This design comes from an exercise in tuning for small area and a short achievable clock period on the open sky130 flow, not from production work.
Only simulation tests tie the RTL to the original design; equivalence was not proved.

== old ==
// bbox_raster
module bbox_raster #(
    parameter int SIGFIG     = 24,
    parameter int RADIX      = 10,
    parameter int PIPE_DEPTH = 3
) (
    input  logic                     clk,
    input  logic                     arst_n,
    input  logic [3*SIGFIG-1:0]      tri_x,
    input  logic [3*SIGFIG-1:0]      tri_y,
    input  logic                     tri_valid,
    input  logic                     halt_n,
    input  logic signed [SIGFIG-1:0] screen_x,
    input  logic signed [SIGFIG-1:0] screen_y,
    input  logic [3:0]               msaa_mode,
    output logic [3*SIGFIG-1:0]      out_tri_x,
    output logic [3*SIGFIG-1:0]      out_tri_y,
    output logic signed [SIGFIG-1:0] box_ll_x,
    output logic signed [SIGFIG-1:0] box_ll_y,
    output logic signed [SIGFIG-1:0] box_ur_x,
    output logic signed [SIGFIG-1:0] box_ur_y,
    output logic                     out_valid
);
Size: ~440 I/O pins, about 0.067 mm2 of cells after synthesis.
Settings: LEC_CHECK=0, ABC_AREA=1, CAP_MARGIN=20, CORE_MARGIN=2, CORE_UTILIZATION=40, CTS_BUF_LIST=sky130_fd_sc_hd__clkbuf_8 sky130_fd_sc_hd__clkbuf_16, CTS_CLUSTER_DIAMETER=150, CTS_CLUSTER_SIZE=22, SLEW_MARGIN=20; clock period 14.0 ns.
standard.sh (not shown) runs the stock make flow with config.mk's settings and CLKGATE_MAP_FILE= SYNTH_SCRIPT=/design/flow/synth_recipe.tcl, a recipe that flattens the netlist after the stock synthesis.
==> flow/flow/run.sh <==
#!/bin/bash
set -euo pipefail
MARGIN=$(cat flow/margin.txt)
KNOBS=(SETUP_SLACK_MARGIN=$MARGIN "BUFFER_PORTS_ARGS=-buffer_cell sky130_fd_sc_hd__buf_2")
RES=orfs/results/$FLOW_PLATFORM/bbox_raster/base
bash standard.sh "${KNOBS[@]}" synth > make_synth.log 2>&1
cp $RES/1_2_yosys.v $RES/1_2_yosys.standard.v
python3 flow/fixpol.py $RES/1_2_yosys.v > fixpol.log 2>&1
rm -f $RES/1_synth.odb $RES/1_synth.sdc
bash standard.sh "${KNOBS[@]}" finish > make_finish.log 2>&1
==> flow/flow/margin.txt <==
9.9
Other scripts of this flow, unchanged in this note and not shown: flow/flow/fixpol.py
For new, these inputs were changed with respect to old:
Settings: a change of CTS_CLUSTER_SIZE from 22 to 26; a change of CTS_BUF_LIST from sky130_fd_sc_hd__clkbuf_8 sky130_fd_sc_hd__clkbuf_16 to sky130_fd_sc_hd__clkbuf_16.
==> flow/flow/margin.txt <==
9.8
Results
- Worst setup path endpoint: s2_bf[50]$_DFFE_PP_ -> new, s2_bf[223]$_DFFE_PP_ -> old
- Comparing old and new, area added between synthesis and finish is higher on old.
- new — final period demand of the worst path 0.038 ns higher, old as reference
- When the final numbers for old and new were put side by side, the post-route cell area turned out to be greater in old.
- The required time at the worst-slack endpoint of new falls short of that of old by 0.02 ns.
- Going from old to new, final critical-path share of the clock period grows by 0.27 points.
- Summary — via count, new relative to old: lower, by 280.
- A highest-delay cell along the critical path of sky130_fd_sc_hd__a211oi_1 is what old shows, while sky130_fd_sc_hd__edfxtp_1 belongs to new.

---

Setup of run 1:
bbox_raster again, from the RTL that the note above started with.
export LEC_CHECK = 0
export ABC_AREA = 1
export CAP_MARGIN = 20
export CORE_MARGIN = 2
export CORE_UTILIZATION = 40
export CTS_BUF_LIST = sky130_fd_sc_hd__clkbuf_8 sky130_fd_sc_hd__clkbuf_16
export CTS_CLUSTER_SIZE = 32
export SLEW_MARGIN = 20
create_clock -name core_clock -period 14.0 [get_ports {clk}]
==> flow/flow/run.sh <==
#!/bin/bash
set -euo pipefail
MARGIN=$(cat flow/margin.txt)
bash standard.sh SETUP_SLACK_MARGIN=$MARGIN \
    "BUFFER_PORTS_ARGS=-buffer_cell sky130_fd_sc_hd__buf_2" finish > make_finish.log 2>&1
==> flow/flow/margin.txt <==
9.8
Run 1 went all the way through synthesis, placement and routing and the layout is clean on timing, DRC and antenna.
Input changes introduced in run 2 (baseline for comparison: run 1):
Settings: a change of CORE_UTILIZATION from 40 to 55; an added PLACE_DENSITY of 0.68; a deleted CTS_CLUSTER_SIZE that had been 32; a deleted CTS_BUF_LIST that had been sky130_fd_sc_hd__clkbuf_8 sky130_fd_sc_hd__clkbuf_16.
==> run summary <==
- Worst hold slack: run 2 vs run 1, no meaningful difference
- Slowest cell on the critical path = sky130_fd_sc_hd__fa_1: run 2; slowest cell on the critical path = sky130_fd_sc_hd__edfxtp_1: run 1
- Lower die extent in y was reported by run 2, not run 1.
The inputs of run 3 differ from those of run 2 as listed below.
Settings: GPL_ROUTABILITY_DRIVEN now 0, previously not set; CTS_CLUSTER_DIAMETER now 150, previously not set; CTS_CLUSTER_SIZE now 22, previously not set; CTS_BUF_LIST now sky130_fd_sc_hd__clkbuf_8 sky130_fd_sc_hd__clkbuf_16, previously not set; PLACE_DENSITY no longer set, was 0.68; CORE_UTILIZATION now 40, was 55.
Notes after the runs:
In terms of number of hold-repair buffers added at the cts stage, run 3 and run 2 differ only marginally. Run 2 → run 3: number of global-route vias before repair moved down; final area fell about 1.3%. NOTE: worst setup slack in run 3 exceeds that of run 2.

---

Starting RTL as in the previous note.
==> flow/config.mk <==
export PLATFORM = sky130hd
export DESIGN_NAME = bbox_raster
export DESIGN_NICKNAME = bbox_raster
export VERILOG_FILES = /design/flow/design.v
export SDC_FILE = /design/flow/constraint.sdc
export NUM_CORES = 4
export LEC_CHECK = 0
export ABC_AREA = 1
export CAP_MARGIN = 20
export CORE_MARGIN = 2
export CORE_UTILIZATION = 40
export SLEW_MARGIN = 20
==> flow/constraint.sdc <==
create_clock -name core_clock -period 14.0 [get_ports {clk}]
set_input_delay 2.8000 -clock core_clock [delete_from_list [all_inputs] [get_ports {clk}]]
set_output_delay 2.8000 -clock core_clock [all_outputs]
set_load 0.01 [all_outputs]
Scripts as last shown in full above: flow/flow/run.sh, flow/flow/margin.txt
The starting point passed the timing, design-rule and antenna checks.
Rerun with:
==> flow/flow/margin.txt (replaced) <==
10.1
The new run completed without violations.
Area after synthesis is unchanged.
Routed wire length rises by about 3.7%.
Register-to-register slack gains 0.15 ns.
Cell area increases by 4.3%.
Setup slack barely changes.
Hold slack stays flat.
Flip-flop and latch count does not change.
Rerun with:
==> flow/flow/margin.txt (replaced) <==
9.8
--- a/flow/config.mk
+++ b/flow/config.mk
@@ -10,3 +10,7 @@
 export CORE_MARGIN = 2
 export CORE_UTILIZATION = 40
+export CTS_BUF_LIST = sky130_fd_sc_hd__clkbuf_8 sky130_fd_sc_hd__clkbuf_16
+export CTS_CLUSTER_DIAMETER = 150
+export CTS_CLUSTER_SIZE = 22
 export SLEW_MARGIN = 20
+export TNS_END_PERCENT = 5
=>
- cell count falls by 2.7%
- setup slack got worse by 0.15 ns
- global-route usage came out lower by 0.74 points
- via count came out lower by 3.4%
Rerun with:
--- a/flow/config.mk
+++ b/flow/config.mk
@@ -14,3 +14,2 @@
 export CTS_CLUSTER_SIZE = 22
 export SLEW_MARGIN = 20
-export TNS_END_PERCENT = 5
After rerunning:
- global-route usage barely changes
- worst hold slack stays flat
- worst setup slack gains 0.084 ns
- clock skew barely changes
- clock-buffer cell count is unchanged
- routed wire length came out higher by about 0.7%
- sequential cell count does not change
- via count increases by 0.30%
Rerun with:
--- a/flow/config.mk
+++ b/flow/config.mk
@@ -10,6 +10,6 @@
 export CORE_MARGIN = 2
 export CORE_UTILIZATION = 40
-export CTS_BUF_LIST = sky130_fd_sc_hd__clkbuf_8 sky130_fd_sc_hd__clkbuf_16
+export CTS_BUF_LIST = sky130_fd_sc_hd__clkbuf_16
 export CTS_CLUSTER_DIAMETER = 150
-export CTS_CLUSTER_SIZE = 22
+export CTS_CLUSTER_SIZE = 26
 export SLEW_MARGIN = 20
Core utilization decreases by 0.12 points.
Setup slack got worse by 0.0075 ns.
Die area does not change.
Global-route usage hardly moves.
Count of clock-buffer cells in the layout decreases by 6.
Final area barely changes.
Synthesized area is unchanged.
Rerun with:
==> flow/flow/margin.txt (replaced) <==
9.5
--- a/flow/config.mk
+++ b/flow/config.mk
@@ -10,6 +10,3 @@
 export CORE_MARGIN = 2
 export CORE_UTILIZATION = 40
-export CTS_BUF_LIST = sky130_fd_sc_hd__clkbuf_16
-export CTS_CLUSTER_DIAMETER = 150
-export CTS_CLUSTER_SIZE = 26
 export SLEW_MARGIN = 20
The new run finished with timing, DRC and antenna clean.
Worst setup slack got worse by 0.24 ns.
Cell count climbs by 1.1%.
Design area rose by 1.7%.
Via count climbs by 0.80%.
Area after synthesis does not change.
Worst hold slack improves by 0.0080 ns.
Non-clock buffer count shrinks by 22.
Core utilization grows by 0.74 points.
First-iteration DRC count decreases by 2.5%.

[static timing again, ports no longer ideal]
No port has a modelled driver above. Below, the same layouts with a new extraction and two added sets of constraints.
Step 1: set_driving_cell puts a clkbuf_16 on clk and a buf_2 on each other input, an assumption about the parent block.
Step 2 also shifts input and output timing later by t, the mid clock arrival at the registers, as if the neighbouring blocks saw the same clock.
a / b / c = no drivers / after step 1 / after step 2; a / b = the first two.
run	t, ns	setup slack, ns	worst setup path after step 2	latest minus earliest clock arrival (ns)	slew at the worst register clock pin (ns)
old	0.773	9.828 / 9.761 / 9.139	input to register	0.036 / 0.036	0.11 / 0.11
new	0.772	9.791 / 9.752 / 9.019	input to register	0.046 / 0.047	0.12 / 0.12
run 1	0.805	9.826 / 9.743 / 9.094	input to register	0.051 / 0.051	0.07 / 0.07
run 2	0.787	9.743 / 9.743 / 9.147	input to register	0.036 / 0.036	0.08 / 0.08
run 3	0.764	9.823 / 9.787 / 9.092	input to register	0.051 / 0.051	0.10 / 0.10
the first run of note 3	0.810	9.834 / 9.751 / 9.085	input to register	0.048 / 0.048	0.07 / 0.07
the second run of note 3	0.809	9.835 / 9.752 / 9.287	input to register	0.049 / 0.049	0.07 / 0.07
the third run of note 3	0.751	9.690 / 9.659 / 9.043	input to register	0.060 / 0.060	0.10 / 0.10
the fourth run of note 3	0.755	9.774 / 9.691 / 9.151	input to register	0.059 / 0.060	0.10 / 0.10
the fifth run of note 3	0.748	9.767 / 9.683 / 9.170	input to register	0.071 / 0.071	0.11 / 0.11
the sixth run of note 3	0.811	9.530 / 9.530 / 8.804	input to register	0.051 / 0.052	0.07 / 0.07
After both steps every run listed still meets setup and hold. For new, which loses most, drivers alone change the setup slack by -0.039 ns; drivers and shift together by -0.772 ns.
